This is an optimization exercise on Yosys and OpenROAD, whose aim is small area and a short achievable clock period, not a production implementation.
Function was checked by simulation only, so behaviour that the tests miss may differ from the original.

Design decode_top, start of the top module:
module decode_top (
    input  logic              clk,
    input  logic              i_rst_n,
    input  logic              i_instr_valid,
    input  logic [DATA_W-1:0] i_instr,
    input  logic [DATA_W-1:0] i_pc4,
    output logic              o_instr_credit,
    input  logic              i_wb_we,
    input  logic [REG_AW-1:0] i_wb_addr,
    input  logic [DATA_W-1:0] i_wb_data,
    input  logic              i_dec_credit,
    output logic              o_dec_valid,
    output logic [REG_AW-1:0] o_rs,
    output logic [REG_AW-1:0] o_rt,
    output logic [REG_AW-1:0] o_rd,
    output logic [4:0]        o_shamt,
    output logic [DATA_W-1:0] o_reg_da,
    output logic [DATA_W-1:0] o_reg_db,
    output logic [DATA_W-1:0] o_immediate,
    output logic [DATA_W-1:0] o_jmp_addr,
    output logic [DATA_W-1:0] o_pc4,
    output logic              o_reg_dst,
    output logic              o_alu_src,
    output logic [1:0]        o_alu_op,
    output logic              o_branch,
    output logic              o_jump,
    output logic              o_jump_reg,
    output logic              o_link,
    output logic              o_mem_read,
    output logic              o_mem_write,
    output logic              o_mem_to_reg,
  ...
==> module instr_ingress, before the edit <==
module instr_ingress (
    input  logic              clk,
    input  logic              i_rst_n,
    input  logic              i_instr_valid,
    input  logic [CLS_W-1:0]  i_cls,
    input  logic [25:0]       i_instr,
    input  logic [DATA_W-1:0] i_pc4,
    input  logic              i_pop,
    output logic              o_not_empty,
    output logic [CLS_W-1:0]  o_head_cls,
    output logic [25:0]       o_head_instr,
    output logic [DATA_W-1:0] o_head_pc4,
    output logic [REG_AW-1:0] o_head_rs,
    output logic [REG_AW-1:0] o_head_rt,
    output logic              o_next_in,   
    output logic              o_next_q,    
    output logic [REG_AW-1:0] o_q_rs,      
    output logic [REG_AW-1:0] o_q_rt
);
    localparam int EW = CLS_W + 26 + DATA_W;
    logic [EW-1:0] mem [INGRESS_DEPTH];
    logic [INGRESS_DEPTH-1:0] wr_oh;
    logic [INGRESS_DEPTH-1:0] rd_oh;
    logic [INGRESS_DEPTH-1:0] rd_oh_1;
    logic [INGRESS_DEPTH:0] occ;  
    logic push;
    logic pop;
    logic [EW-1:0] head;
    logic [EW-1:0] head_1;
    assign push    = i_instr_valid;  
    assign pop     = i_pop;          
    assign rd_oh_1 = {rd_oh[INGRESS_DEPTH-2:0], rd_oh[INGRESS_DEPTH-1]};
    always_ff @(posedge clk) begin
        for (int k = 0; k < INGRESS_DEPTH; k++) begin
            if (push && wr_oh[k]) mem[k] <= {i_cls, i_instr, i_pc4};
        end
    end
    always_ff @(posedge clk or negedge i_rst_n) begin
        if (!i_rst_n) begin
            wr_oh <= INGRESS_DEPTH'(1);
            rd_oh <= INGRESS_DEPTH'(1);
            occ   <= (INGRESS_DEPTH+1)'(1);
        end else begin
            if (push) wr_oh <= {wr_oh[INGRESS_DEPTH-2:0], wr_oh[INGRESS_DEPTH-1]};
            if (pop)  rd_oh <= rd_oh_1;
            if (push && !pop) begin
                occ <= {occ[INGRESS_DEPTH-1:0], 1'b0};
            end else if (pop && !push) begin
                occ <= {1'b0, occ[INGRESS_DEPTH:1]};
            end
        end
    end
    always_comb begin
        head   = '0;
        head_1 = '0;
        for (int k = 0; k < INGRESS_DEPTH; k++) begin
            head   = head   | ({EW{rd_oh[k]}}   & mem[k]);
            head_1 = head_1 | ({EW{rd_oh_1[k]}} & mem[k]);
        end
    end
    assign o_next_in = pop ? occ[1] : occ[0];
    assign o_next_q  = pop;
    assign {o_q_rs, o_q_rt} = head_1[DATA_W+25 -: 2*REG_AW];
    always_ff @(posedge clk) begin
        if (o_next_in) begin
            {o_head_rs, o_head_rt} <= i_instr[25:16];
        end else if (o_next_q) begin
            {o_head_rs, o_head_rt} <= {o_q_rs, o_q_rt};
        end
    end
    assign o_not_empty = !occ[0];
    assign {o_head_cls, o_head_instr, o_head_pc4} = head;
endmodule
==> module decode_egress, before the edit <==
module decode_egress (
    input  logic clk,
    input  logic i_rst_n,
    input  logic i_not_empty,
    input  logic i_dec_credit,
    output logic o_issue
);
    logic [EGRESS_CREDITS:0] credits;
    assign o_issue = i_not_empty && !credits[0];
    always_ff @(posedge clk or negedge i_rst_n) begin
        if (!i_rst_n) begin
            credits <= (EGRESS_CREDITS+1)'(1) << EGRESS_CREDITS;
        end else if (o_issue && !i_dec_credit) begin
            credits <= {1'b0, credits[EGRESS_CREDITS:1]};
        end else if (i_dec_credit && !o_issue) begin
            credits <= {credits[EGRESS_CREDITS-1:0], 1'b0};
        end
    end
endmodule
clock: 4.5 ns
lec_check: 0
abc_clock_period_in_ps: 2300
cap_margin: 20
cell_pad_in_sites_detail_placement: 1
cell_pad_in_sites_global_placement: 1
core_margin: 2
core_utilization: 50
cts_buf_list: sky130_fd_sc_hd__clkbuf_8 sky130_fd_sc_hd__clkbuf_16
cts_cluster_diameter: 90
cts_cluster_size: 25
setup_slack_margin: 2.25
slew_margin: 20
standard.sh (not shown) runs the stock make flow with config.mk's settings and CLKGATE_MAP_FILE= SYNTH_SCRIPT=/design/flow/synth_recipe.tcl, a recipe that flattens the netlist after the stock synthesis.
==> flow/flow/run.sh <==
#!/bin/bash
# The standard layout, with plain buffers (instead of the default delay
# cells) as the port buffers that global placement adds to every input and
# output port.
set -euo pipefail
cd "$(dirname "$0")/.."
export BUFFER_PORTS_ARGS="-buffer_cell sky130_fd_sc_hd__buf_2"
bash standard.sh > standard_flow.log 2>&1
Rerun with:
--- a/flow/design.v
+++ b/flow/design.v
@@ -92,17 +92,18 @@
     output logic              o_next_in,   
     output logic              o_next_q,    
     output logic [REG_AW-1:0] o_q_rs,      
     output logic [REG_AW-1:0] o_q_rt
 );
     localparam int EW = CLS_W + 26 + DATA_W;
+    typedef logic [$clog2(INGRESS_DEPTH+1)-1:0] cnt_t;
     logic [EW-1:0] mem [INGRESS_DEPTH];
     logic [INGRESS_DEPTH-1:0] wr_oh;
     logic [INGRESS_DEPTH-1:0] rd_oh;
     logic [INGRESS_DEPTH-1:0] rd_oh_1;
-    logic [INGRESS_DEPTH:0] occ;  
+    cnt_t count;
     logic push;
     logic pop;
     logic [EW-1:0] head;
     logic [EW-1:0] head_1;
     assign push    = i_instr_valid;  
     assign pop     = i_pop;          
@@ -113,42 +114,42 @@
         end
     end
     always_ff @(posedge clk or negedge i_rst_n) begin
         if (!i_rst_n) begin
             wr_oh <= INGRESS_DEPTH'(1);
             rd_oh <= INGRESS_DEPTH'(1);
-            occ   <= (INGRESS_DEPTH+1)'(1);
+            count <= '0;
         end else begin
             if (push) wr_oh <= {wr_oh[INGRESS_DEPTH-2:0], wr_oh[INGRESS_DEPTH-1]};
             if (pop)  rd_oh <= rd_oh_1;
             if (push && !pop) begin
-                occ <= {occ[INGRESS_DEPTH-1:0], 1'b0};
+                count <= count + 1'b1;
             end else if (pop && !push) begin
-                occ <= {1'b0, occ[INGRESS_DEPTH:1]};
+                count <= count - 1'b1;
             end
         end
     end
     always_comb begin
         head   = '0;
         head_1 = '0;
         for (int k = 0; k < INGRESS_DEPTH; k++) begin
             head   = head   | ({EW{rd_oh[k]}}   & mem[k]);
             head_1 = head_1 | ({EW{rd_oh_1[k]}} & mem[k]);
         end
     end
-    assign o_next_in = pop ? occ[1] : occ[0];
+    assign o_next_in = (count == cnt_t'(pop));
     assign o_next_q  = pop;
     assign {o_q_rs, o_q_rt} = head_1[DATA_W+25 -: 2*REG_AW];
     always_ff @(posedge clk) begin
         if (o_next_in) begin
             {o_head_rs, o_head_rt} <= i_instr[25:16];
         end else if (o_next_q) begin
             {o_head_rs, o_head_rt} <= {o_q_rs, o_q_rt};
         end
     end
-    assign o_not_empty = !occ[0];
+    assign o_not_empty = (count != '0);
     assign {o_head_cls, o_head_instr, o_head_pc4} = head;
 endmodule
 `timescale 1ns/1ps
 import isa_pkg::*;
 import pipe_pkg::*;
 module register_file (
@@ -465,21 +466,21 @@
     input  logic clk,
     input  logic i_rst_n,
     input  logic i_not_empty,
     input  logic i_dec_credit,
     output logic o_issue
 );
-    logic [EGRESS_CREDITS:0] credits;
-    assign o_issue = i_not_empty && !credits[0];
+    logic [CRED_W-1:0] credits;  
+    assign o_issue = i_not_empty && (credits != '0);
     always_ff @(posedge clk or negedge i_rst_n) begin
         if (!i_rst_n) begin
-            credits <= (EGRESS_CREDITS+1)'(1) << EGRESS_CREDITS;
+            credits <= CRED_W'(EGRESS_CREDITS);
         end else if (o_issue && !i_dec_credit) begin
-            credits <= {1'b0, credits[EGRESS_CREDITS:1]};
+            credits <= credits - 1'b1;
         end else if (i_dec_credit && !o_issue) begin
-            credits <= {credits[EGRESS_CREDITS-1:0], 1'b0};
+            credits <= credits + 1'b1;
         end
     end
 endmodule
 `timescale 1ns/1ps
 import isa_pkg::*;
 import pipe_pkg::*;
After rerunning: The changed run went through all stages and came out clean. Routed wire length is lower by a few percent. Worst setup slack got worse by 0.0083 ns. Core utilization came out higher by 0.34 points. Design area grows slightly. Count of clock-buffer cells in the layout shrinks by 3. Synthesized cell count barely changes. Critical path depth is unchanged. Via count came out lower by a few percent.

* * *

## v16
Starting RTL as in the previous note.
clock: 4.5 ns
lec_check: 0
abc_clock_period_in_ps: 2300
cap_margin: 20
cell_pad_in_sites_detail_placement: 1
cell_pad_in_sites_global_placement: 1
core_margin: 2
core_utilization: 50
cts_buf_list: sky130_fd_sc_hd__clkbuf_8 sky130_fd_sc_hd__clkbuf_16
cts_cluster_diameter: 80
cts_cluster_size: 20
setup_slack_margin: 2.3
slew_margin: 20
Scripts as last shown in full above: flow/flow/run.sh
v16 finished every step from synthesis to the final layout, and the layout passed the timing, DRC and antenna checks.
[inputs] v22 vs v16
==> flow/design.v, changed modules only <==
module instr_ingress (
    input  logic              clk,
    input  logic              i_rst_n,
    input  logic              i_instr_valid,
    input  logic [CLS_W-1:0]  i_cls,
    input  logic [25:0]       i_instr,
    input  logic [DATA_W-1:0] i_pc4,
    input  logic              i_pop,
    output logic              o_not_empty,
    output logic [CLS_W-1:0]  o_head_cls,
    output logic [25:0]       o_head_instr,
    output logic [DATA_W-1:0] o_head_pc4,
    output logic [REG_AW-1:0] o_head_rs,
    output logic [REG_AW-1:0] o_head_rt,
    output logic              o_next_in,   
    output logic              o_next_q,    
    output logic [REG_AW-1:0] o_q_rs,      
    output logic [REG_AW-1:0] o_q_rt
);
    localparam int EW = CLS_W + 26 + DATA_W;
    typedef logic [$clog2(INGRESS_DEPTH+1)-1:0] cnt_t;
    logic [EW-1:0] mem [INGRESS_DEPTH];
    logic [INGRESS_DEPTH-1:0] wr_oh;
    logic [INGRESS_DEPTH-1:0] rd_oh;
    logic [INGRESS_DEPTH-1:0] rd_oh_1;
    cnt_t count;
    logic push;
    logic pop;
    logic [EW-1:0] head;
    logic [EW-1:0] head_1;
    assign push    = i_instr_valid;  
    assign pop     = i_pop;          
    assign rd_oh_1 = {rd_oh[INGRESS_DEPTH-2:0], rd_oh[INGRESS_DEPTH-1]};
    always_ff @(posedge clk) begin
        for (int k = 0; k < INGRESS_DEPTH; k++) begin
            if (push && wr_oh[k]) mem[k] <= {i_cls, i_instr, i_pc4};
        end
    end
    always_ff @(posedge clk or negedge i_rst_n) begin
        if (!i_rst_n) begin
            wr_oh <= INGRESS_DEPTH'(1);
            rd_oh <= INGRESS_DEPTH'(1);
            count <= '0;
        end else begin
            if (push) wr_oh <= {wr_oh[INGRESS_DEPTH-2:0], wr_oh[INGRESS_DEPTH-1]};
            if (pop)  rd_oh <= rd_oh_1;
            if (push && !pop) begin
                count <= count + 1'b1;
            end else if (pop && !push) begin
                count <= count - 1'b1;
            end
        end
    end
    always_comb begin
        head   = '0;
        head_1 = '0;
        for (int k = 0; k < INGRESS_DEPTH; k++) begin
            head   = head   | ({EW{rd_oh[k]}}   & mem[k]);
            head_1 = head_1 | ({EW{rd_oh_1[k]}} & mem[k]);
        end
    end
    assign o_next_in = (count == cnt_t'(pop));
    assign o_next_q  = pop;
    assign {o_q_rs, o_q_rt} = head_1[DATA_W+25 -: 2*REG_AW];
    always_ff @(posedge clk) begin
        if (o_next_in) begin
            {o_head_rs, o_head_rt} <= i_instr[25:16];
        end else if (o_next_q) begin
            {o_head_rs, o_head_rt} <= {o_q_rs, o_q_rt};
        end
    end
    assign o_not_empty = (count != '0);
    assign {o_head_cls, o_head_instr, o_head_pc4} = head;
endmodule
module decode_egress (
    input  logic clk,
    input  logic i_rst_n,
    input  logic i_not_empty,
    input  logic i_dec_credit,
    output logic o_issue
);
    logic [CRED_W-1:0] credits;  
    assign o_issue = i_not_empty && (credits != '0);
    always_ff @(posedge clk or negedge i_rst_n) begin
        if (!i_rst_n) begin
            credits <= CRED_W'(EGRESS_CREDITS);
        end else if (o_issue && !i_dec_credit) begin
            credits <= credits - 1'b1;
        end else if (i_dec_credit && !o_issue) begin
            credits <= credits + 1'b1;
        end
    end
endmodule
--- outcome ---
- ~same xor/xnor share of the synthesized area in v16 and v22
- NOTE: final cell count without fillers in v22 falls short of that of v16
- Run comparison: v22 critical path's slowest cell dfxtp_4; v16 critical path's slowest cell dfxtp_2
- Any difference in die area between v16 and v22 is small enough to ignore.
- Side by side, post-route fraction of the period consumed by the critical path turned out lower in v22 than in v16.
- v22 vs. v16: post-synthesis register bit count flat, via count down 1159.
- Against v16, v22 comes in 0.05 ns lower on worst path arrival time.
- From v16 to v22 the numbers moved as follows: cell area after layout went down, met3 track utilization from global routing decreased 2.2 points, peak fanout along the critical path now sits higher, clock network latency to the later pin of the worst-skew pair has remained practically unchanged, height of the chip neither gained nor lost much.
- v16 reports its capturing instance or port of the critical path as u_decode.o_reg_db[17] while v22 reports u_decode.o_reg_da[24].

re-timing with driven ports:
How much do the figures lean on ideal ports? The routed layouts below were timed once more, with nothing changed but the port constraints. Step 1 assumes that a clkbuf_16 drives the clock port and a buf_2 every other input. Step 2 also shifts input and output timing later by t, the mid clock arrival at the registers, as if the neighbouring blocks saw the same clock. Slacks: ideal / step 1 / step 2; pairs: ideal / step 1.
run	t, ns	setup slack, ns	worst setup path after step 2	pins driven straight from the clock port
the first run of note 1	0.776	2.158 / 2.158 / 1.417	input to register	1
the second run of note 1	0.780	2.150 / 2.150 / 1.388	input to register	1
v16	0.800	2.216 / 2.216 / 1.450	input to register	1
v22	0.797	2.252 / 2.235 / 1.497	input to register	1
After both steps every run listed still meets setup and hold. The setup slack of v16, which loses most, moves by 0.000 ns with the drivers and by -0.766 ns with both steps.
